This is an optimization exercise on Yosys and OpenROAD, whose aim is small area, not a production implementation.
Function was checked by simulation only, so behaviour that the tests miss may differ from the original.
Power is estimated from default activity; no workload was simulated.

==> config.mk <==
export PLATFORM = sky130hd
export DESIGN_NAME = blackjackTop
export DESIGN_NICKNAME = blackjackTop
export VERILOG_FILES = /design/flow/design.v
export SDC_FILE = /design/flow/constraint.sdc
export NUM_CORES = 4
export LEC_CHECK = 0
export ABC_AREA = 1
export CAP_MARGIN = 20
export CELL_PAD_IN_SITES_DETAIL_PLACEMENT = 1
export CORE_MARGIN = 2
export CORE_UTILIZATION = 25
export GPL_TIMING_DRIVEN = 0
export SLEW_MARGIN = 20
==> design.v <==
package blackjackPkg;
    typedef logic [4-1:0] cardValue_t;     
    typedef logic [6-1:0] handTotal_t;
endpackage
`timescale 1ns/10ps
module cardDeck (
    input  logic                     clock,
    input  logic                     resetar,
    input  logic                     advance,
    input  logic [5:0]               shuffleSeed,
    output logic [5:0]               dealIndex,
    output blackjackPkg::cardValue_t topCard     
);
    logic [5:0] seed;
    logic [9:0] addr;
    logic [3:0] card;
    always_ff @(posedge clock) begin
        if (resetar) seed <= (shuffleSeed == 6'd0) ? 6'b001011 : shuffleSeed;
    end
    always_ff @(posedge clock) begin
        if (resetar)      dealIndex <= 6'd11;
        else if (advance) dealIndex <= dealIndex + 1'b1;
    end
    assign addr = {seed, dealIndex[3:0]};
    logic n15, n16, n17, n18, n19, n20, n21, n22, n23, n24, n25, n26;
    logic n27, n28, n29, n30, n31, n32, n33, n34, n35, n36, n37, n38;
    logic n39, n40, n41, n42, n43, n44, n45, n46, n47, n48, n49, n50;
    logic n51, n52, n53, n54, n55, n56, n57, n58, n59, n60, n61, n62;
    logic n63, n64, n65, n66, n67, n68, n69, n70, n71, n72, n73, n74;
    logic n75, n76, n77, n78, n79, n80, n81, n82, n83, n84, n85, n86;
    logic n87, n88, n89, n90, n91, n92, n93, n94, n95, n96, n97, n98;
    logic n99, n100, n101, n102, n103, n104, n105, n106, n107, n108, n109, n110;
    logic n111, n112, n113, n114, n115, n116, n117, n118, n119, n120, n121, n122;
    logic n123, n124, n125, n126, n127, n128, n129, n130, n131, n132, n133, n134;
    logic n135, n136, n137, n138, n139, n140, n141, n142, n143, n144, n145, n146;
    logic n147, n148, n149, n150, n151, n152, n153, n154, n155, n156, n157, n158;
    logic n159, n160, n161, n162, n163, n164, n165, n166, n167, n168, n169, n170;
    logic n171, n172, n173, n174, n175, n176, n177, n178, n179, n180, n181, n182;
    logic n183, n184, n185, n186, n187, n188, n189, n190, n191, n192, n193, n194;
    logic n195, n196, n197, n198, n199, n200, n201, n202, n203, n204, n205, n206;
    logic n207, n208, n209, n210, n211, n212, n213, n214, n215, n216, n217, n218;
    logic n219, n220, n221, n222, n223, n224, n225, n226, n227, n228, n229, n230;
    logic n231, n232, n233, n234, n235, n236, n237, n238, n239, n240, n241, n242;
    logic n243, n244, n245, n246, n247, n248, n249, n250, n251, n252, n253, n254;
    logic n255, n256, n257, n258, n259, n260, n261, n262, n263, n265, n266, n267;
    logic n268, n269, n270, n271, n272, n273, n274, n275, n276, n277, n278, n279;
    logic n280, n281, n282, n283, n284, n285, n286, n287, n288, n289, n290, n291;
    logic n292, n293, n294, n295, n296, n297, n298, n299, n300, n301, n302, n303;
    logic n304, n305, n306, n307, n308, n309, n310, n311, n312, n313, n314, n315;
    logic n316, n317, n318, n319, n320, n321, n322, n323, n324, n325, n326, n327;
    logic n328, n329, n330, n331, n332, n333, n334, n335, n336, n337, n338, n339;
    logic n340, n341, n342, n343, n344, n345, n346, n347, n348, n349, n350, n351;
    logic n352, n353, n354, n355, n356, n357, n358, n359, n360, n361, n362, n363;
    logic n364, n365, n366, n367, n368, n369, n370, n371, n372, n373, n374, n376;
    logic n377, n378, n379, n380, n381, n382, n383, n384, n385, n386, n387, n388;
    logic n389, n390, n391, n392, n393, n394, n395, n396, n397, n398, n399, n400;
    logic n401, n402, n403, n404, n405, n406, n407, n408, n409, n410, n411, n412;
    logic n413, n414, n415, n416, n417, n418, n419, n420, n421, n422, n423, n424;
    logic n425, n426, n427, n428, n429, n430, n431, n432, n433, n434, n435, n436;
    logic n437, n438, n439, n440, n441, n443, n444, n445, n446, n447, n448, n449;
    logic n450, n451, n452, n453, n454, n455, n456, n457, n458, n459, n460, n461;
    logic n462, n463, n464, n465, n466, n467, n468, n469, n470, n471, n472, n473;
    logic n474, n475, n476, n477, n478, n479, n480, n481, n482, n483, n484, n485;
    logic n486;
    assign n15 = ~addr[6] & ~addr[9];
    assign n16 = ~addr[1] & ~addr[4];
    assign n17 = ~addr[7] & ~addr[9];
    assign n18 = ~addr[2] & addr[4];
    assign n19 = ~n17 & n18;
    assign n20 = addr[0] & addr[1];
    assign n21 = ~addr[8] & ~n20;
    assign n22 = n19 & n21;
    assign n23 = ~addr[2] & addr[8];
    assign n24 = ~addr[4] & ~addr[6];
    assign n25 = ~n23 & n24;
    assign n26 = addr[0] & ~n25;
    assign n27 = ~n22 & n26;
    assign n28 = ~addr[4] & addr[7];
    assign n29 = addr[6] & ~addr[8];
    assign n30 = n28 & n29;
    assign n31 = addr[7] & addr[8];
    assign n32 = addr[9] & ~n31;
    assign n33 = addr[4] & n32;
    assign n34 = ~addr[4] & addr[8];
    assign n35 = addr[5] & addr[9];
    assign n36 = ~addr[7] & addr[8];
    assign n37 = addr[7] & ~addr[8];
    assign n38 = ~n36 & ~n37;
    assign n39 = ~addr[0] & ~addr[9];
    assign n40 = ~n38 & n39;
    assign n41 = ~n35 & ~n40;
    assign n42 = n34 & ~n41;
    assign n43 = ~addr[0] & addr[7];
    assign n44 = addr[0] & ~addr[7];
    assign n45 = ~addr[1] & ~n44;
    assign n46 = ~n43 & ~n45;
    assign n47 = ~n42 & n46;
    assign n48 = ~addr[0] & ~addr[2];
    assign n49 = n32 & n48;
    assign n50 = ~n47 & ~n49;
    assign n51 = n16 & ~n50;
    assign n52 = addr[9] & n20;
    assign n53 = ~n40 & ~n52;
    assign n54 = n18 & ~n53;
    assign n55 = addr[2] & ~addr[8];
    assign n56 = ~addr[7] & n55;
    assign n57 = addr[1] & ~addr[4];
    assign n58 = ~n56 & ~n57;
    assign n59 = addr[0] & addr[7];
    assign n60 = ~n36 & ~n59;
    assign n61 = ~n32 & n60;
    assign n62 = ~addr[4] & ~n61;
    assign n63 = ~n58 & ~n62;
    assign n64 = ~n54 & ~n63;
    assign n65 = ~n51 & n64;
    assign n66 = ~addr[5] & ~addr[6];
    assign n67 = addr[5] & addr[6];
    assign n68 = ~n66 & ~n67;
    assign n69 = ~n65 & n68;
    assign n70 = n33 & n69;
    assign n71 = addr[0] & ~addr[6];
    assign n72 = n56 & n71;
    assign n73 = n70 & n72;
    assign n74 = addr[0] & ~addr[9];
    assign n75 = ~addr[1] & ~n74;
    assign n76 = n22 & ~n75;
    assign n77 = addr[5] & ~n76;
    assign n78 = ~n73 & n77;
    assign n79 = addr[8] & addr[9];
    assign n80 = addr[1] & addr[6];
    assign n81 = n28 & n80;
    assign n82 = ~addr[1] & addr[4];
    assign n83 = addr[2] & n82;
    assign n84 = ~n81 & ~n83;
    assign n85 = n79 & ~n84;
    assign n86 = addr[4] & addr[7];
    assign n87 = ~addr[9] & ~n86;
    assign n88 = addr[6] & ~n87;
    assign n89 = ~addr[1] & addr[2];
    assign n90 = ~addr[0] & ~addr[8];
    assign n91 = n89 & n90;
    assign n92 = n88 & n91;
    assign n93 = addr[4] & n20;
    assign n94 = addr[2] & n93;
    assign n95 = ~addr[5] & ~n94;
    assign n96 = ~n92 & n95;
    assign n97 = ~n85 & n96;
    assign n98 = addr[7] & addr[9];
    assign n99 = n93 & ~n98;
    assign n100 = ~addr[1] & n48;
    assign n101 = ~n19 & n100;
    assign n102 = ~n99 & ~n101;
    assign n103 = addr[6] & addr[8];
    assign n104 = ~n102 & n103;
    assign n105 = ~addr[1] & ~addr[7];
    assign n106 = addr[9] & n105;
    assign n107 = addr[4] & ~addr[8];
    assign n108 = ~n34 & ~n107;
    assign n109 = addr[1] & addr[7];
    assign n110 = ~addr[9] & n109;
    assign n111 = ~n108 & n110;
    assign n112 = ~n106 & ~n111;
    assign n113 = n27 & ~n112;
    assign n114 = ~n104 & ~n113;
    assign n115 = n97 & n114;
    assign n116 = ~n78 & ~n115;
    assign n117 = ~addr[4] & ~addr[5];
    assign n118 = ~addr[7] & ~n117;
    assign n119 = ~addr[1] & ~n118;
    assign n120 = ~n116 & n119;
    assign n121 = ~n33 & ~n34;
    assign n122 = addr[1] & ~addr[6];
    assign n123 = ~addr[2] & ~addr[9];
    assign n124 = ~addr[0] & addr[6];
    assign n125 = ~n123 & ~n124;
    assign n126 = ~n122 & n125;
    assign n127 = ~n121 & n126;
    assign n128 = addr[9] & ~n18;
    assign n129 = ~n44 & ~n128;
    assign n130 = n127 & n129;
    assign n131 = ~n120 & n130;
    assign n132 = ~n28 & ~n131;
    assign n133 = ~addr[1] & addr[8];
    assign n134 = ~n132 & n133;
    assign n135 = ~n30 & ~n134;
    assign n136 = ~addr[2] & ~n135;
    assign n137 = n27 & n136;
    assign n138 = ~addr[2] & ~n38;
    assign n139 = ~n56 & n90;
    assign n140 = ~n138 & n139;
    assign n141 = ~n137 & ~n140;
    assign n142 = n16 & ~n141;
    assign n143 = ~addr[0] & ~n28;
    assign n144 = ~addr[2] & ~addr[5];
    assign n145 = ~n59 & n144;
    assign n146 = ~n143 & n145;
    assign n147 = ~n142 & ~n146;
    assign n148 = n15 & ~n147;
    assign n149 = addr[1] & addr[4];
    assign n150 = ~n16 & ~n149;
    assign n151 = ~addr[6] & ~n150;
    assign n152 = addr[2] & ~addr[6];
    assign n153 = ~n149 & ~n152;
    assign n154 = ~addr[0] & addr[5];
    assign n155 = ~n153 & n154;
    assign n156 = ~n151 & n155;
    assign n157 = ~n17 & ~n66;
    assign n158 = n20 & n157;
    assign n159 = n116 & n158;
    assign n160 = ~n156 & ~n159;
    assign n161 = ~n17 & ~n98;
    assign n162 = ~n38 & n161;
    assign n163 = ~n160 & n162;
    assign n164 = ~addr[4] & addr[5];
    assign n165 = ~n43 & ~n164;
    assign n166 = ~addr[1] & ~n165;
    assign n167 = n128 & ~n166;
    assign n168 = ~n47 & n167;
    assign n169 = n65 & n168;
    assign n170 = ~n31 & ~n98;
    assign n171 = n158 & n170;
    assign n172 = ~addr[0] & addr[8];
    assign n173 = ~n35 & n172;
    assign n174 = ~addr[1] & ~addr[5];
    assign n175 = n86 & ~n174;
    assign n176 = n173 & n175;
    assign n177 = ~n171 & ~n176;
    assign n178 = ~n169 & n177;
    assign n179 = ~n163 & n178;
    assign n180 = ~addr[6] & ~n179;
    assign n181 = ~addr[5] & ~addr[8];
    assign n182 = addr[5] & addr[8];
    assign n183 = ~n181 & ~n182;
    assign n184 = ~n15 & n46;
    assign n185 = ~n88 & n184;
    assign n186 = ~n81 & ~n185;
    assign n187 = n48 & ~n186;
    assign n188 = addr[0] & addr[2];
    assign n189 = ~addr[4] & n188;
    assign n190 = addr[7] & ~n88;
    assign n191 = n189 & n190;
    assign n192 = addr[7] & ~n15;
    assign n193 = ~n74 & n149;
    assign n194 = ~n192 & n193;
    assign n195 = ~n127 & n194;
    assign n196 = ~n191 & ~n195;
    assign n197 = ~n187 & n196;
    assign n198 = ~n131 & n197;
    assign n199 = ~n183 & ~n198;
    assign n200 = n15 & n164;
    assign n201 = ~addr[6] & addr[7];
    assign n202 = addr[6] & ~addr[7];
    assign n203 = ~n201 & ~n202;
    assign n204 = ~addr[5] & ~addr[9];
    assign n205 = n203 & n204;
    assign n206 = addr[5] & ~n203;
    assign n207 = ~n205 & ~n206;
    assign n208 = addr[2] & ~n66;
    assign n209 = n107 & n208;
    assign n210 = addr[1] & n31;
    assign n211 = ~n164 & n210;
    assign n212 = ~n209 & ~n211;
    assign n213 = ~n207 & ~n212;
    assign n214 = n92 & n213;
    assign n215 = ~n200 & ~n214;
    assign n216 = ~addr[7] & ~n215;
    assign n217 = addr[8] & ~n203;
    assign n218 = n66 & n86;
    assign n219 = ~n164 & ~n218;
    assign n220 = n61 & ~n219;
    assign n221 = ~n217 & n220;
    assign n222 = addr[5] & ~addr[7];
    assign n223 = ~addr[9] & n172;
    assign n224 = ~n222 & n223;
    assign n225 = n59 & n181;
    assign n226 = ~n224 & ~n225;
    assign n227 = n218 & ~n226;
    assign n228 = ~addr[1] & ~n30;
    assign n229 = n74 & ~n228;
    assign n230 = ~n227 & ~n229;
    assign n231 = ~n221 & n230;
    assign n232 = ~n216 & n231;
    assign n233 = n189 & ~n232;
    assign n234 = ~addr[4] & n124;
    assign n235 = ~addr[5] & addr[9];
    assign n236 = n234 & n235;
    assign n237 = ~addr[9] & n29;
    assign n238 = ~addr[6] & n34;
    assign n239 = ~n237 & ~n238;
    assign n240 = ~addr[5] & ~n239;
    assign n241 = n35 & n103;
    assign n242 = ~n240 & ~n241;
    assign n243 = addr[0] & ~addr[2];
    assign n244 = ~n242 & n243;
    assign n245 = ~n236 & ~n244;
    assign n246 = ~n233 & n245;
    assign n247 = ~n105 & ~n109;
    assign n248 = ~n246 & n247;
    assign n249 = ~n65 & n67;
    assign n250 = addr[2] & addr[6];
    assign n251 = ~n86 & n250;
    assign n252 = ~n226 & n251;
    assign n253 = ~n201 & ~n222;
    assign n254 = n82 & n253;
    assign n255 = ~n161 & n172;
    assign n256 = ~addr[3] & n255;
    assign n257 = n254 & n256;
    assign n258 = ~n252 & ~n257;
    assign n259 = ~n249 & n258;
    assign n260 = ~n248 & n259;
    assign n261 = ~n116 & n260;
    assign n262 = ~n199 & n261;
    assign n263 = ~n180 & n262;
    assign card[0] = n148 | ~n263;
    assign n265 = addr[2] & addr[7];
    assign n266 = addr[4] & ~n265;
    assign n267 = ~n29 & ~n266;
    assign n268 = addr[4] & addr[6];
    assign n269 = n89 & ~n268;
    assign n270 = ~n267 & n269;
    assign n271 = addr[2] & n86;
    assign n272 = n103 & n271;
    assign n273 = addr[5] & ~n272;
    assign n274 = ~n270 & n273;
    assign n275 = ~n136 & n274;
    assign n276 = ~n18 & ~n254;
    assign n277 = addr[9] & ~n153;
    assign n278 = ~n276 & ~n277;
    assign n279 = ~n152 & n254;
    assign n280 = n278 & ~n279;
    assign n281 = n173 & ~n280;
    assign n282 = n76 & n203;
    assign n283 = ~n123 & ~n165;
    assign n284 = n25 & n283;
    assign n285 = ~n35 & ~n172;
    assign n286 = ~n284 & n285;
    assign n287 = ~n282 & n286;
    assign n288 = ~n281 & ~n287;
    assign n289 = ~n275 & n288;
    assign n290 = n123 & n222;
    assign n291 = n235 & n265;
    assign n292 = ~n290 & ~n291;
    assign n293 = ~addr[8] & n57;
    assign n294 = n17 & ~n68;
    assign n295 = ~n155 & ~n294;
    assign n296 = ~n244 & n295;
    assign n297 = addr[7] & n235;
    assign n298 = n296 & ~n297;
    assign n299 = n293 & ~n298;
    assign n300 = ~addr[6] & n133;
    assign n301 = ~n299 & ~n300;
    assign n302 = ~n292 & ~n301;
    assign n303 = ~n56 & n87;
    assign n304 = ~n36 & n303;
    assign n305 = addr[2] & ~n121;
    assign n306 = ~n304 & ~n305;
    assign n307 = addr[6] & n174;
    assign n308 = ~n306 & n307;
    assign n309 = ~n42 & ~n271;
    assign n310 = n122 & ~n309;
    assign n311 = ~n37 & n123;
    assign n312 = n80 & ~n128;
    assign n313 = ~n311 & n312;
    assign n314 = ~n283 & n313;
    assign n315 = ~addr[0] & ~n314;
    assign n316 = ~n310 & n315;
    assign n317 = ~n308 & n316;
    assign n318 = ~n302 & n317;
    assign n319 = ~n289 & n318;
    assign n320 = n66 & n89;
    assign n321 = ~n181 & ~n283;
    assign n322 = addr[1] & ~n321;
    assign n323 = addr[7] & n322;
    assign n324 = ~n320 & ~n323;
    assign n325 = n79 & ~n324;
    assign n326 = ~addr[2] & n154;
    assign n327 = n150 & n326;
    assign n328 = ~n189 & ~n327;
    assign n329 = n15 & ~n328;
    assign n330 = addr[1] & ~addr[5];
    assign n331 = ~n150 & ~n330;
    assign n332 = ~n117 & ~n331;
    assign n333 = addr[6] & n52;
    assign n334 = ~n332 & n333;
    assign n335 = ~n329 & ~n334;
    assign n336 = n38 & ~n335;
    assign n337 = n194 & n336;
    assign n338 = n111 & n218;
    assign n339 = n150 & ~n266;
    assign n340 = n241 & n339;
    assign n341 = addr[0] & ~n340;
    assign n342 = ~n338 & n341;
    assign n343 = ~n213 & n342;
    assign n344 = ~n337 & n343;
    assign n345 = ~n325 & n344;
    assign n346 = ~n299 & n345;
    assign n347 = ~n319 & ~n346;
    assign n348 = ~n87 & n97;
    assign n349 = ~n38 & ~n105;
    assign n350 = ~n339 & ~n349;
    assign n351 = addr[8] & ~n350;
    assign n352 = ~n56 & ~n351;
    assign n353 = addr[0] & ~n352;
    assign n354 = n348 & n353;
    assign n355 = ~n35 & ~n255;
    assign n356 = ~addr[3] & n100;
    assign n357 = ~n355 & n356;
    assign n358 = ~n354 & ~n357;
    assign n359 = n268 & ~n358;
    assign n360 = ~addr[6] & n38;
    assign n361 = n266 & n360;
    assign n362 = ~n30 & ~n361;
    assign n363 = n52 & ~n362;
    assign n364 = n138 & n203;
    assign n365 = n36 & n250;
    assign n366 = ~n364 & ~n365;
    assign n367 = n39 & ~n366;
    assign n368 = addr[9] & n201;
    assign n369 = ~n44 & ~n368;
    assign n370 = n55 & ~n369;
    assign n371 = ~n367 & ~n370;
    assign n372 = n16 & ~n371;
    assign n373 = ~n363 & ~n372;
    assign n374 = ~n359 & n373;
    assign card[1] = n347 | ~n374;
    assign n376 = ~addr[1] & ~n59;
    assign n377 = addr[8] & ~n376;
    assign n378 = n235 & ~n377;
    assign n379 = n37 & ~n332;
    assign n380 = addr[9] & ~n379;
    assign n381 = ~n120 & ~n349;
    assign n382 = ~n380 & ~n381;
    assign n383 = n200 & n382;
    assign n384 = ~n378 & ~n383;
    assign n385 = ~n29 & ~n217;
    assign n386 = addr[4] & ~n385;
    assign n387 = ~n90 & ~n386;
    assign n388 = ~n384 & n387;
    assign n389 = n37 & n39;
    assign n390 = ~n348 & n389;
    assign n391 = n133 & n234;
    assign n392 = ~n390 & ~n391;
    assign n393 = ~addr[5] & ~n392;
    assign n394 = n149 & n223;
    assign n395 = n126 & n205;
    assign n396 = ~n303 & n395;
    assign n397 = ~n394 & ~n396;
    assign n398 = ~n393 & n397;
    assign n399 = ~n388 & n398;
    assign n400 = addr[2] & ~n399;
    assign n401 = n108 & ~n219;
    assign n402 = n357 & n401;
    assign n403 = n201 & ~n402;
    assign n404 = ~n199 & n403;
    assign n405 = addr[6] & ~n382;
    assign n406 = n87 & n133;
    assign n407 = n170 & ~n202;
    assign n408 = ~n406 & n407;
    assign n409 = ~n322 & n408;
    assign n410 = n48 & ~n409;
    assign n411 = ~n405 & n410;
    assign n412 = ~n404 & n411;
    assign n413 = ~n71 & ~n124;
    assign n414 = ~n70 & ~n234;
    assign n415 = ~n123 & n222;
    assign n416 = ~n414 & n415;
    assign n417 = n92 & n416;
    assign n418 = ~n293 & n330;
    assign n419 = n304 & n418;
    assign n420 = ~n417 & ~n419;
    assign n421 = ~n413 & ~n420;
    assign n422 = n367 & n406;
    assign n423 = n161 & n361;
    assign n424 = ~n389 & ~n423;
    assign n425 = ~n93 & ~n268;
    assign n426 = ~n424 & ~n425;
    assign n427 = ~n72 & ~n426;
    assign n428 = ~n422 & n427;
    assign n429 = addr[5] & ~n428;
    assign n430 = ~n82 & ~n265;
    assign n431 = n140 & ~n430;
    assign n432 = ~n353 & ~n431;
    assign n433 = addr[9] & ~n68;
    assign n434 = ~n432 & n433;
    assign n435 = n293 & ~n296;
    assign n436 = ~n336 & ~n435;
    assign n437 = ~n434 & n436;
    assign n438 = ~n429 & n437;
    assign n439 = ~n421 & n438;
    assign n440 = ~n163 & n439;
    assign n441 = ~n412 & n440;
    assign card[2] = n400 | ~n441;
    assign n443 = ~n23 & ~n327;
    assign n444 = n416 & ~n443;
    assign n445 = ~n103 & ~n204;
    assign n446 = n48 & ~n445;
    assign n447 = ~n278 & n446;
    assign n448 = ~n69 & n447;
    assign n449 = ~n172 & n200;
    assign n450 = ~addr[8] & ~n413;
    assign n451 = n449 & ~n450;
    assign n452 = ~n70 & ~n451;
    assign n453 = ~n448 & n452;
    assign n454 = n109 & ~n453;
    assign n455 = n107 & ~n253;
    assign n456 = ~n298 & n455;
    assign n457 = n117 & n202;
    assign n458 = n256 & n457;
    assign n459 = ~n449 & ~n458;
    assign n460 = ~n456 & n459;
    assign n461 = n100 & ~n460;
    assign n462 = n186 & n353;
    assign n463 = ~n91 & ~n462;
    assign n464 = n117 & ~n190;
    assign n465 = ~n463 & n464;
    assign n466 = addr[2] & ~n232;
    assign n467 = ~addr[6] & addr[8];
    assign n468 = ~n457 & ~n467;
    assign n469 = ~n188 & ~n330;
    assign n470 = ~addr[5] & ~n48;
    assign n471 = addr[9] & ~n470;
    assign n472 = ~n469 & n471;
    assign n473 = ~n468 & n472;
    assign n474 = ~n104 & ~n450;
    assign n475 = n290 & ~n474;
    assign n476 = addr[5] & addr[7];
    assign n477 = n385 & n476;
    assign n478 = ~n56 & ~n477;
    assign n479 = ~addr[9] & ~n478;
    assign n480 = ~n475 & ~n479;
    assign n481 = n149 & ~n480;
    assign n482 = ~n473 & ~n481;
    assign n483 = ~n466 & n482;
    assign n484 = ~n465 & n483;
    assign n485 = ~n461 & n484;
    assign n486 = ~n454 & n485;
    assign card[3] = n444 | ~n486;
    assign topCard = card;
endmodule
`timescale 1ns/10ps
module blackjackTable (
    input  logic                      clock,
    input  logic                      resetar,
    input  logic                      hitCard,
    input  logic                      standHand,
    input  logic [5:0]                dealIndex,
    input  blackjackPkg::cardValue_t  topCard,
    output logic                      advance,       
    output logic                      tableReady,
    output logic                      winLed,
    output logic                      lossLed,
    output logic                      pushLed,
    output blackjackPkg::handTotal_t  playerTotal,
    output blackjackPkg::handTotal_t  dealerTotal,
    output logic                      hold
);
    localparam logic [3:0] AUTO = 4'b0000, PTURN = 4'b0001, PHIT = 4'b0011, DTURN = 4'b0100,
                           DHIT = 4'b0110, SETTLE = 4'b0101,
                           HOLDWIN = 4'b1001, HOLDLOSS = 4'b1010, HOLDPUSH = 4'b1100;
    logic [3:0] state, nextState;
    logic       autoRun, hit, firstDeal, toPlayer, toDealer;
    logic       playerBust, dealerDraws;
    assign hold      = state[3];
    assign autoRun   = (state == AUTO);
    assign hit       = !state[3] && state[1];   
    assign firstDeal = autoRun && (dealIndex[5:2] == 4'd0);
    assign toPlayer  = (firstDeal && (dealIndex[1] == dealIndex[0])) || (hit && !state[2]);
    assign toDealer  = (firstDeal && (dealIndex[1] != dealIndex[0])) || (hit && state[2]);
    assign advance   = autoRun || hit;
    assign tableReady = autoRun && (dealIndex == 6'd63);
    assign playerBust  = playerTotal[5] && (playerTotal[4] || playerTotal[3] || playerTotal[2] || playerTotal[1]);
    assign dealerDraws = !dealerTotal[5] && (!dealerTotal[4] || (!dealerTotal[3] && !(dealerTotal[2] && dealerTotal[1] && dealerTotal[0])));
    logic settleWin, settleLoss;
    logic s15, s16, s17, s18, s19, s20, s21, s22, s23, s24, s26, s27;
    logic s28, s29, s30, s31;
    assign s15 = ~dealerTotal[1] & ~dealerTotal[2];
    assign s16 = ~dealerTotal[3] & s15;
    assign s17 = playerTotal[3] & playerTotal[4];
    assign s18 = dealerTotal[4] & ~s17;
    assign s19 = ~s16 & ~s18;
    assign s20 = ~playerTotal[5] & ~s19;
    assign s21 = playerTotal[4] & dealerTotal[3];
    assign s22 = ~s16 & ~s21;
    assign s23 = playerTotal[0] & ~dealerTotal[0];
    assign s24 = ~s22 & ~s23;
    assign settleWin = ~s20 & ~s24;
    assign s26 = ~playerTotal[0] & dealerTotal[0];
    assign s27 = playerTotal[1] & playerTotal[2];
    assign s28 = playerTotal[4] & s27;
    assign s29 = s22 & s28;
    assign s30 = s20 & ~s29;
    assign s31 = ~s26 & ~s30;
    assign settleLoss = ~settleWin & ~s31;
    blackjackPkg::handTotal_t addIn, addOut;
    logic carry;
    assign addIn = toPlayer ? playerTotal : dealerTotal;
    logic a14, a15, a17, a18, a19, a20, a21, a22, a23, a24, a25, a26;
    logic a27, a28, a29, a30, a31, a32, a33, a34, a35, a36, a37, a38;
    logic a39, a40, a41, a42, a43, a45, a46, a49, a50, a51, a52, a53;
    logic a54, a55;
    assign a14 = addIn[0] & topCard[0];
    assign a15 = ~addIn[0] & ~topCard[0];
    assign addOut[0] = ~a14 & ~a15;
    assign a17 = addIn[1] & topCard[1];
    assign a18 = addIn[2] & topCard[2];
    assign a19 = ~addIn[3] & ~topCard[3];
    assign a20 = ~a18 & a19;
    assign a21 = ~addIn[1] & ~topCard[1];
    assign a22 = ~a17 & ~a21;
    assign a23 = ~a20 & a22;
    assign a24 = a20 & ~a22;
    assign a25 = ~a23 & ~a24;
    assign a26 = ~a17 & ~a25;
    assign a27 = ~addIn[2] & ~topCard[2];
    assign a28 = a17 & a27;
    assign a29 = a14 & ~a28;
    assign a30 = ~a26 & a29;
    assign a31 = ~a18 & ~a27;
    assign a32 = ~a20 & a21;
    assign a33 = ~a31 & a32;
    assign a34 = a31 & ~a32;
    assign a35 = ~a33 & ~a34;
    assign a36 = a30 & ~a35;
    assign a37 = ~a17 & a34;
    assign a38 = addIn[3] & topCard[3];
    assign a39 = ~a28 & ~a38;
    assign a40 = ~a37 & a39;
    assign a41 = a36 & ~a40;
    assign a42 = ~a30 & a40;
    assign a43 = ~a35 & a42;
    assign addOut[3] = a41 | a43;
    assign a45 = ~a14 & ~a25;
    assign a46 = ~a30 & ~a45;
    assign addOut[1] = ~addOut[3] & a46;
    assign addOut[2] = ~a36 & ~a42;
    assign a49 = a20 & ~a36;
    assign a50 = ~addOut[3] & ~a49;
    assign a51 = ~topCard[1] & ~addOut[3];
    assign a52 = ~addIn[3] & ~a51;
    assign a53 = topCard[0] & ~topCard[3];
    assign a54 = ~topCard[2] & ~a53;
    assign a55 = ~a52 & a54;
    assign carry = a50 | a55;
    assign addOut[4] = addIn[4] ^ carry;
    assign addOut[5] = addIn[5] ^ (addIn[4] & carry);
    always_comb begin
        nextState = state;
        case (state)
            AUTO:   if (dealIndex == 6'd3) nextState = PTURN;
            PTURN: begin
                if (playerBust)     nextState = HOLDLOSS;
                else if (hitCard)   nextState = PHIT;
                else if (standHand) nextState = DTURN;
            end
            PHIT:   nextState = PTURN;
            DTURN:  nextState = dealerDraws ? DHIT : SETTLE;
            DHIT:   nextState = DTURN;
            SETTLE: begin
                if (settleWin)       nextState = HOLDWIN;
                else if (settleLoss) nextState = HOLDLOSS;
                else                 nextState = HOLDPUSH;
            end
            default: nextState = state;   
        endcase
    end
    always_ff @(posedge clock) begin
        if (resetar) begin
            state       <= AUTO;
            playerTotal <= '0;
            dealerTotal <= '0;
        end else begin
            state <= nextState;
            if (toPlayer) playerTotal <= addOut;
            if (toDealer) dealerTotal <= addOut;
        end
    end
    assign winLed  = hold && state[0];
    assign lossLed = hold && state[1];
    assign pushLed = hold && state[2];
endmodule
`timescale 1ns/10ps
module scoreDisplay (
    input  blackjackPkg::handTotal_t total,
    output logic [13:0]              digits
);
    logic n22, n23, n24, n26, n27, n28, n29;
    assign n22 = ~total[0] & ~total[1];
    assign n23 = total[0] & total[1];
    assign n24 = total[2] & ~n23;
    assign digits[1] = ~n22 & n24;
    assign n26 = ~total[3] & ~digits[1];
    assign n27 = total[1] & ~total[2];
    assign n28 = n26 & ~n27;
    assign n29 = ~total[1] & total[2];
    assign digits[4] = total[0] | n29;
    assign digits[3] = n28 & digits[4];
    assign digits[0] = ~total[1] & digits[3];
    assign digits[2] = ~total[0] & n27;
    assign digits[5] = ~n22 & n26;
    assign digits[6] = n28 & ~n29;
    assign digits[7] = total[4] & ~total[5];
    assign digits[9] = ~total[4] & total[5];
    assign digits[12] = total[4] | total[5];
    assign digits[8] = 1'b0;
    assign digits[13] = ~total[5];
    assign digits[10] = digits[7];
    assign digits[11] = total[4];
endmodule
module dealerDisplay (
    input  blackjackPkg::handTotal_t total,
    input  logic                     shown,
    output logic [13:0]              digits
);
    logic n23, n24, n26, n27, n28, n29, n30, n31, n34, n36, n38;
    assign n23 = ~total[1] & total[2];
    assign n24 = ~total[0] & ~n23;
    assign digits[4] = shown & ~n24;
    assign n26 = total[1] & ~total[2];
    assign n27 = ~total[2] & ~total[3];
    assign n28 = total[0] & total[1];
    assign n29 = ~n27 & ~n28;
    assign n30 = ~n26 & ~n29;
    assign n31 = total[0] & ~n30;
    assign digits[3] = digits[4] & ~n31;
    assign digits[0] = ~total[1] & digits[3];
    assign n34 = total[2] & shown;
    assign digits[1] = ~digits[3] & n34;
    assign n36 = shown & n26;
    assign digits[2] = ~total[0] & n36;
    assign n38 = ~n23 & digits[3];
    assign digits[5] = n36 | n38;
    assign digits[6] = ~shown | n30;
    assign digits[7] = total[4] & shown;
    assign digits[9] = total[5] & shown;
    assign digits[12] = digits[7] | digits[9];
    assign digits[8] = 1'b0;
    assign digits[13] = ~digits[9];
    assign digits[10] = digits[7];
    assign digits[11] = digits[7];
endmodule
`timescale 1ns/10ps
module blackjackTop (
    input  logic                     clock,
    input  logic                     resetar,
    input  logic                     hitCard,
    input  logic                     standHand,
    input  logic [5:0]               shuffleSeed,
    output logic                     tableReady,
    output logic                     winLed,
    output logic                     lossLed,
    output logic                     pushLed,
    output logic [13:0]              playerDigits,
    output logic [13:0]              dealerDigits
);
    blackjackPkg::cardValue_t  topCard;
    blackjackPkg::handTotal_t  playerTotal;
    blackjackPkg::handTotal_t  dealerTotal;
    logic        hold;
    logic [5:0]  dealIndex;
    logic        advance;
    cardDeck deck (
        .clock       (clock),
        .resetar     (resetar),
        .advance     (advance),
        .shuffleSeed (shuffleSeed),
        .dealIndex   (dealIndex),
        .topCard     (topCard)
    );
    blackjackTable table0 (
        .clock       (clock),
        .resetar     (resetar),
        .hitCard     (hitCard),
        .standHand   (standHand),
        .dealIndex   (dealIndex),
        .topCard     (topCard),
        .advance     (advance),
        .tableReady  (tableReady),
        .winLed      (winLed),
        .lossLed     (lossLed),
        .pushLed     (pushLed),
        .playerTotal (playerTotal),
        .dealerTotal (dealerTotal),
        .hold        (hold)
    );
    scoreDisplay playerDisplay (.total(playerTotal), .digits(playerDigits));
    dealerDisplay dealerDisplay0 (.total(dealerTotal), .shown(hold), .digits(dealerDigits));
endmodule
==> flow/area.script <==
strash; dch; amap; mfs2 -a; strash; dch; amap; topo
==> constraint.sdc <==
create_clock -name core_clock -period 12.0 [get_ports {clock}]
set_input_delay 2.4000 -clock core_clock [delete_from_list [all_inputs] [get_ports {clock}]]
set_output_delay 2.4000 -clock core_clock [all_outputs]
set_load 0.01 [all_outputs]
==> flow/resynth.tcl <==
# Re-map the standard synthesis's combinational logic for area. The
# flip-flop instances (their names and cell types) stay exactly as they are.
yosys -import
set lib $::env(LIBERTY)
read_liberty -ignore_miss_func $lib
read_verilog $::env(NETLIST_IN)
hierarchy -top $::env(TOP)
set seq {}
foreach m [tee -q -s result.string select -list-mod A:*] { }
foreach m [split [tee -q -s result.string ls] "\n"] {
  set m [string trim $m]
  if {[regexp {^sky130_fd_sc_hd__(df|edf|sdf|sedf|dl|sdl|einv|ebuf)} $m]} { lappend seq $m }
}
puts "sequential/kept cell modules: $seq"
foreach m $seq { setattr -mod -set keep_hierarchy 1 $m }
flatten
opt_clean
stat
abc -liberty $lib -dont_use *lpflow* -dont_use *probe* -script $::env(ABC_SCRIPT)
splitnets
opt_clean -purge
hilomap -singleton -hicell sky130_fd_sc_hd__conb_1 HI -locell sky130_fd_sc_hd__conb_1 LO
insbuf -buf sky130_fd_sc_hd__buf_1 A X
setattr -mod -unset keep_hierarchy
foreach m $seq { blackbox $m }
select blackjackTop
stat -liberty $lib
write_verilog -noattr -noexpr -nohex -nodec -selected $::env(NETLIST_OUT)
==> flow/run.sh <==
#!/bin/bash
# Own layout flow: the standard synthesis, then the combinational logic is
# mapped again for area (flow/resynth.tcl; the flip-flops keep their names and
# cells), then the standard layout from the floorplan on.
set -euo pipefail
W=$PWD
R=$W/orfs/results/$FLOW_PLATFORM/blackjackTop/base
YOSYS=$(command -v yosys || echo "$FLOW_HOME/../tools/install/yosys/bin/yosys")

bash standard.sh synth > $W/synth.log 2>&1
cp $R/1_2_yosys.v $W/standard_synth.v

LIBERTY=$FLOW_HOME/platforms/$FLOW_PLATFORM/lib/sky130_fd_sc_hd__tt_025C_1v80.lib \
NETLIST_IN=$W/standard_synth.v NETLIST_OUT=$W/resynth.v TOP=$FLOW_TOP \
ABC_SCRIPT=$W/flow/area.script \
  $YOSYS -c $W/flow/resynth.tcl > $W/resynth.log 2>&1

cp $W/resynth.v $R/1_2_yosys.v
rm -f $R/1_synth.odb $R/1_synth.sdc
# Port buffers: the smallest buffer (the ports see light loads and the
# timing has slack to spare). Clock tree: small clock buffers, no dummy loads.
bash standard.sh \
  "BUFFER_PORTS_ARGS=-buffer_cell sky130_fd_sc_hd__buf_1" \
  "CTS_ARGS=-sink_clustering_enable -repair_clock_nets -buf_list sky130_fd_sc_hd__clkbuf_8 -dont_use_dummy_load" \
  finish > $W/layout.log 2>&1
==> standard.sh <==
#!/bin/bash
# synth_recipe.tcl (not shown) runs the flow's synth.tcl, then flattens the netlist and writes it again
# the make line also repeats each setting of config.mk as NAME=value (left out here)
make -C /OpenROAD-flow-scripts/flow DESIGN_CONFIG=/design/flow/config.mk WORK_HOME=/design/flow/orfs CLKGATE_MAP_FILE= SYNTH_SCRIPT=/design/flow/synth_recipe.tcl "${@:-finish}"
==> summary.txt, run 1 <==
Global route
  – First-pass GRT wire length: 23.1 mm
  – Total global-route track usage: 21.9%
  – Initial antenna violation count: 0
  – Largest net degree at the start of global routing: 29
  – Via count of the first global-routing pass: 4254
  – GRT overflow: 0

Placement
  – RePlAce Congestion: 1.07
  – Pre-CTS WS: 3.42 ns
  – Port Buf Inserts: 39
  – DPL Wire Length: 11.5 mm
  – Area after DPL: 3530 um2

STA
  – Final period utilization: 71.9%
  – Setup repair after global routing missed its margin: false
  – Worst Skew: 0.0159 ns
  – Slew @ Worst Pin: 1.09 ns
  – F_max: 0.116 GHz
  – Minimum clock period after layout: 8.63 ns
  – Setup TNS: 0 ns
  – Slew margin rel.: 25.3%
  – Slew Limit Fails: 0
  – Number of hold violations in the final report: 0
  – Setup Viol. Count Final: 0
  – Fin worst setup slack: 3.37 ns

Critical path
  – Reg2reg setup slack: 3.37 ns
  – Crit path launch: deck.seed[4]
  – Crit path max fanout: 21
  – Max stage delay on crit path: 0.92 ns
  – Endpoint class of the critical path: flip-flop
  – Slowest CP cell: o22ai_1
  – CP arrival: 8.85 ns
  – Crit path required time: 12.22 ns
  – R2r endpoint: table0.dealerTotal[5]
  – RR Startpoint: deck.seed[4]
  – Kind of critical path: flip-flop to flip-flop
  – Startpoint types: flip-flop
  – FF-to-FF path depth: 35
  – Top cell by count, worst path: nor2_1

Final layout
  – Commonest non-fill, non-tap cell in the layout: nor2_1
  – Most frequent cells in the layout: 162 x nor2_1, 60 x clkinv_1, 47 x nor3_1
  – Post-Layout Inst Area: 3580 um2
  – Final nets: 600
  – Share of cells above drive strength 1: 0.850%
  – Fillers: 1720
  – Synth-to-layout area growth: 13.1%
  – Diode count: 0

Worst hold path
  – Worst hold path type: flip-flop to flip-flop
  – Worst hold path depth: 2
  – Hold Startpoint: table0.dealerTotal[3]
  – Hold EP: table0.dealerTotal[3]

Floorplanning
  – Core Area: 12500 um2
  – Die area: 13600 um2
  – I/O pin cnt: 42
  – Die height: 117 um
  – Die width: 117 um
  – Rows: 41
  – Initial Util: 25.3%

Drt
  – Top Metal Used: met4
  – TritonRoute pass-1 iters: 7
  – Drt wl/cell: 20.0 um
  – Via-to-Cell Ratio: 5.94
  – Routed WL: 15.2 mm
  – Met2 WL post-DR: 6.56 mm
  – Met3 WL: 1.59 mm
  – Remaining routing DRC violations: 0
  – Vias: 4511
  – Drt first-iter violations: 599
  – Antenna Nets Post-Route: 0
  – DRT met1 WL: 6.15 mm

Logic synthesis
  – Synth Cell Area: 3170 um2
  – Synthesized instance count: 545
  – Ys Warns: 2
  – Syn Area/Cell: 5.81 um2

Clocking
  – Max clock buf depth: 2
  – Hold_buf cts: 0
  – Sinks on Clock Net: 28
  – Reg clk slew, reported paths: 0.11 ns
  – Worst-skew pair later-pin latency: 0.30 ns
  – H-tree depth: 1
  – CTS tree: built
  – CTS Buf Count: 3
  – Post-CTS Setup Inserts: 0
  – Root Driver: clkbuf_8
  – Post-CTS resize count: 0

Pwr
  – Int Power: 0.325 mW
  – Worst IR Drop VDD: 147 uV
  – Comb pwr share: 70.1%
  – Sw frac: 59.7%
  – Clock power frac: 6.8%
  – Switching pwr: 0.482 mW
  – Static Leakage: 1.12 nW
  – Sequential power share: 23.0%
  – Power Dens Cells: 225 nW/um2

Status
  – Status: finished clean

Job
  – Max-cap violation count: 0
[registers in the layout (all words and copies together) (netlist names)]
name,flops
deck.seed,6
deck.dealIndex,6
table0.playerTotal,6
table0.state,4
table0.dealerTotal,6
[power by group through the flow]
| stage | sequential [mW] | combinational (mW) | clock (mW) |
|---|---|---|---|
| after detailed placement | 0.183 | 0.551 | 0 |
| after global placement | 0.184 | 0.547 | 0 |
| final | 0.186 | 0.566 | 0.0551 |
| after global routing | 0.188 | 0.620 | 0.0615 |
| after floorplan | 0.161 | 0.399 | 0 |
| after CTS | 0.182 | 0.554 | 0.0579 |
[critical path: cells and delay by family (launching register included)]
kind                   cells  cell delay (ns)
AO/OA/AOI/OAI             13             3.67
buffers and inverters      4             1.24
flip-flops                 1             0.71
AND/OR/NAND/NOR           18             2.95
[final cells by class]
type	instances	area [um2]	share of cell area, %
Buffer	6	22.5	0.629
Clock buffer	3	41.3	1.15
Inverter	60	225	6.29
Multi-Input combinational cell	452	2310	64.5
Sequential cell	28	621	17.3
Tap cell	172	215	6.01
Timing Repair Buffer	39	148	4.12
[how the worst max path moves through the flow]
stage / end / slack (ns)
final: table0.dealerTotal[5] / 3.37
after global routing: table0.dealerTotal[5] / 2.96
after CTS: table0.dealerTotal[5] / 3.38
after detailed placement: table0.dealerTotal[5] / 3.42
after global placement: table0.playerTotal[5] / 3.42
after floorplan: table0.playerTotal[5] / 6.11
[metal layers]
layer,vias to the layer above,global-route usage [%]
li1,2048,-
met1,2069,28.6
met2,320,34.1
met3,74,4.31
met4,0,11.8
met5,-,0
[metrics by stage]
stage | util [%] | instances | power, mW | hold WS (ns)
after floorplan | - | 546 | 0.560 | 0.470
after global placement | 28.2 | 757 | 0.731 | 0.510
after detailed placement | 28.2 | 757 | 0.734 | 0.519
after CTS | 28.6 | 760 | 0.793 | 0.537
after global routing | 28.6 | 760 | 0.869 | 0.566
final | 28.6 | 760 | 0.807 | 0.532
==> run 2: changes to the inputs <==
==> flow/area.script (replaced) <==
strash; dch -f; amap; mfs -a -e; strash; dch -f; amap; mfs2 -a; strash; dch; amap; topo
==> run 2 against run 1 <==
Effect of this change: still clean on timing, DRC and antenna; combinational power down 6.0%; critical path depth down 4; design area down 1.9%; largest power group unchanged; highest routed layer unchanged.
==> summary.txt, run 2 <==
Final layout
  – Diode count: 0
  – Share of cells above drive strength 1: 0.520%
  – Final std cells w/o fill: 745
  – Final nets: 589
  – Fillers: 1656
  – Synth-to-layout area growth: 13.0%
  – Commonest non-fill, non-tap cell in the layout: nor2_1
  – Post-Layout Inst Area: 3510 um2
  – Sequential Area: 621 um2
  – Most frequent cells in the layout: 150 x nor2_1, 56 x clkinv_1, 47 x nand2_1
  – Area occupied by multi-input gates: 2260 um2

Critical path
  – Buf/Inv on CP: 2
  – Startpoint types: flip-flop
  – Kind of critical path: flip-flop to flip-flop
  – CP arrival: 9.02 ns
  – Max stage delay on crit path: 0.86 ns
  – Slowest CP cell: o22ai_1
  – Crit path max fanout: 20
  – Top delay family on crit path: compound AO/OA/AOI/OAI gates
  – Crit path required time: 12.22 ns
  – Top cell by count, worst path: a21oi_1
  – Endpoint class of the critical path: flip-flop

Global route
  – First-pass GRT wire length: 23.9 mm
  – Largest net degree at the start of global routing: 24
  – GRT overflow: 0
  – Via count of the first global-routing pass: 4400
  – Total global-route track usage: 22.9%
  – Initial antenna violation count: 0

Floorplanning
  – I/O pin cnt: 42
  – Core Area: 12100 um2
  – Rows: 40
  – Die width: 116 um
  – Die area: 13400 um2
  – Initial Util: 25.8%
  – Die height: 116 um

Placement
  – Area after DPL: 3470 um2
  – Pre-CTS WS: 3.52 ns
  – Port Buf Inserts: 39
  – RePlAce Congestion: 1.07
  – Cells after DPL: 742
  – DPL Wire Length: 11.8 mm

Clocking
  – CTS Buf Count: 3
  – H-tree depth: 1
  – CTS tree: built
  – Worst-skew pair later-pin latency: 0.29 ns
  – Sinks on Clock Net: 28
  – Reg clk slew, reported paths: 0.10 ns
  – Hold_buf cts: 0
  – Post-CTS resize count: 0
  – Max clock buf depth: 2
  – Root Driver: clkbuf_8
  – Post-CTS Setup Inserts: 0

Pwr
  – Switching pwr: 0.453 mW
  – Static Leakage: 1.10 nW
  – Worst IR Drop VDD: 90.1 uV
  – Power Dens Cells: 217 nW/um2
  – Int Power: 0.308 mW
  – Clock power frac: 6.9%
  – Comb pwr share: 69.9%
  – Sequential power share: 23.2%
  – Sw frac: 59.5%

Drt
  – Remaining routing DRC violations: 0
  – Routed WL: 15.2 mm
  – Vias: 4450
  – Drt first-iter violations: 512
  – Antenna Nets Post-Route: 0
  – Via-to-Cell Ratio: 5.97
  – TritonRoute pass-1 iters: 5
  – Drt wl/cell: 20.4 um

Job
  – Max-cap violation count: 0

Logic synthesis
  – Synthesized instance count: 534
  – Ys Warns: 2
  – Synth Cell Area: 3110 um2
  – Syn Area/Cell: 5.82 um2

STA
  – Setup repair after global routing missed its margin: false
  – Worst Skew: 0.0176 ns
  – Setup TNS: 0 ns
  – Number of hold violations in the final report: 0
  – Slew Limit Fails: 0
  – F_max: 0.114 GHz
  – Fin worst setup slack: 3.21 ns
  – Slew @ Worst Pin: 1.13 ns
  – Slew margin rel.: 24.7%
  – Final period utilization: 73.3%
  – WHS: 0.501 ns
  – Setup Viol. Count Final: 0
  – Minimum clock period after layout: 8.79 ns

Status
  – Status: finished clean

Worst hold path
  – Worst hold path type: flip-flop to flip-flop
-- run 2: cell count changes in the layout (fill, tap and decap cells not counted), moves of 3 or more --
cell / change
a211oi_1: -13
a21oi_1: +7
clkinv_1: -4
nand2_1: +8
nand3_1: -4
nor2_1: -12
nor4_1: +3
o21a_1: -8
o21ai_0: +7
o32ai_1: -3
-- run 2: metal layers --
| layer | vias to the layer above | part of all wire (%) | GRT usage, % |
|---|---|---|---|
| met2 | 289 | 43 | 35.3 |
| li1 | 2042 | - | - |
| met5 | - | 0 | 0 |
| met1 | 2029 | 40 | 30.6 |
| met4 | 0 | 6.6 | 14.5 |
| met3 | 90 | 10 | 2.30 |
-- run 2: metrics by stage --
| stage | power, mW | util (%) |
|---|---|---|
| floorplan | 0.520 | - |
| global placement | 0.689 | 28.8 |
| detailed placement | 0.694 | 28.8 |
| CTS | 0.748 | 29.1 |
| global route | 0.821 | 29.1 |
| finish | 0.761 | 29.1 |
-- run 2: worst paths after layout --
check	to	cells after the start	from	slack (ns)
hold reg to reg	deck.dealIndex[5]	1	deck.dealIndex[5]	0.50
setup / recovery	table0.playerTotal[5]	31	deck.seed[3]	3.21
setup reg to reg	table0.playerTotal[5]	31	deck.seed[3]	3.21
hold / removal	deck.dealIndex[5]	1	deck.dealIndex[5]	0.50
-- run 2: area by class of cell --
cell class / count / share of cell area, %
Buffer: 6 / 0.641
Clock buffer: 3 / 1.18
Inverter: 56 / 5.98
Multi-Input combinational cell: 445 / 64.4
Sequential cell: 28 / 17.7
Tap cell: 168 / 5.98
Timing Repair Buffer: 39 / 4.17
-- run 2: power groups by stage --
| stage | registers [mW] | clock network [mW] | logic (mW) |
|---|---|---|---|
| after global routing | 0.179 | 0.0569 | 0.585 |
| after global placement | 0.176 | 0 | 0.512 |
| after CTS | 0.174 | 0.0542 | 0.520 |
| final | 0.176 | 0.0528 | 0.532 |
| after detailed placement | 0.176 | 0 | 0.518 |
| after floorplan | 0.156 | 0 | 0.364 |
-- run 2: worst register-to-register path, delay by kind of cell (launching register included) --
family / cells / cell delay, ns
flip-flops: 1 / 0.77
AO/OA/AOI/OAI: 17 / 4.18
buffers and inverters: 2 / 0.96
AND/OR/NAND/NOR: 12 / 2.83

==> static timing again, ports no longer ideal <==
Ports are ideal in the flow. The routed layouts listed here were re-timed in OpenROAD. Step 1 (the two cells are an assumption about what drives the block):
set clk [get_ports {clock}]
set_driving_cell -lib_cell sky130_fd_sc_hd__clkbuf_16 $clk
set_driving_cell -lib_cell sky130_fd_sc_hd__buf_2 [delete_from_list [all_inputs] $clk]
Step 2, shift: input delay + t, output delay - t, t = (earliest + latest rising clock arrival at the registers) / 2. This alone moves slack from input paths to output paths. Three values: no drivers, after step 1, after step 2; two values: the first two.
| run | t (ns) | setup WS [ns] | worst hold slack (ns) | cell pins on the clock port's net |
|---|---|---|---|---|
| run 1 | 0.316 | 3.371 / 3.371 / 3.371 | 0.532 / 0.532 / 0.532 | 1 |
| run 2 | 0.313 | 3.205 / 3.205 / 3.205 | 0.501 / 0.501 / 0.501 | 1 |
After both steps setup and hold are still met in every run listed.
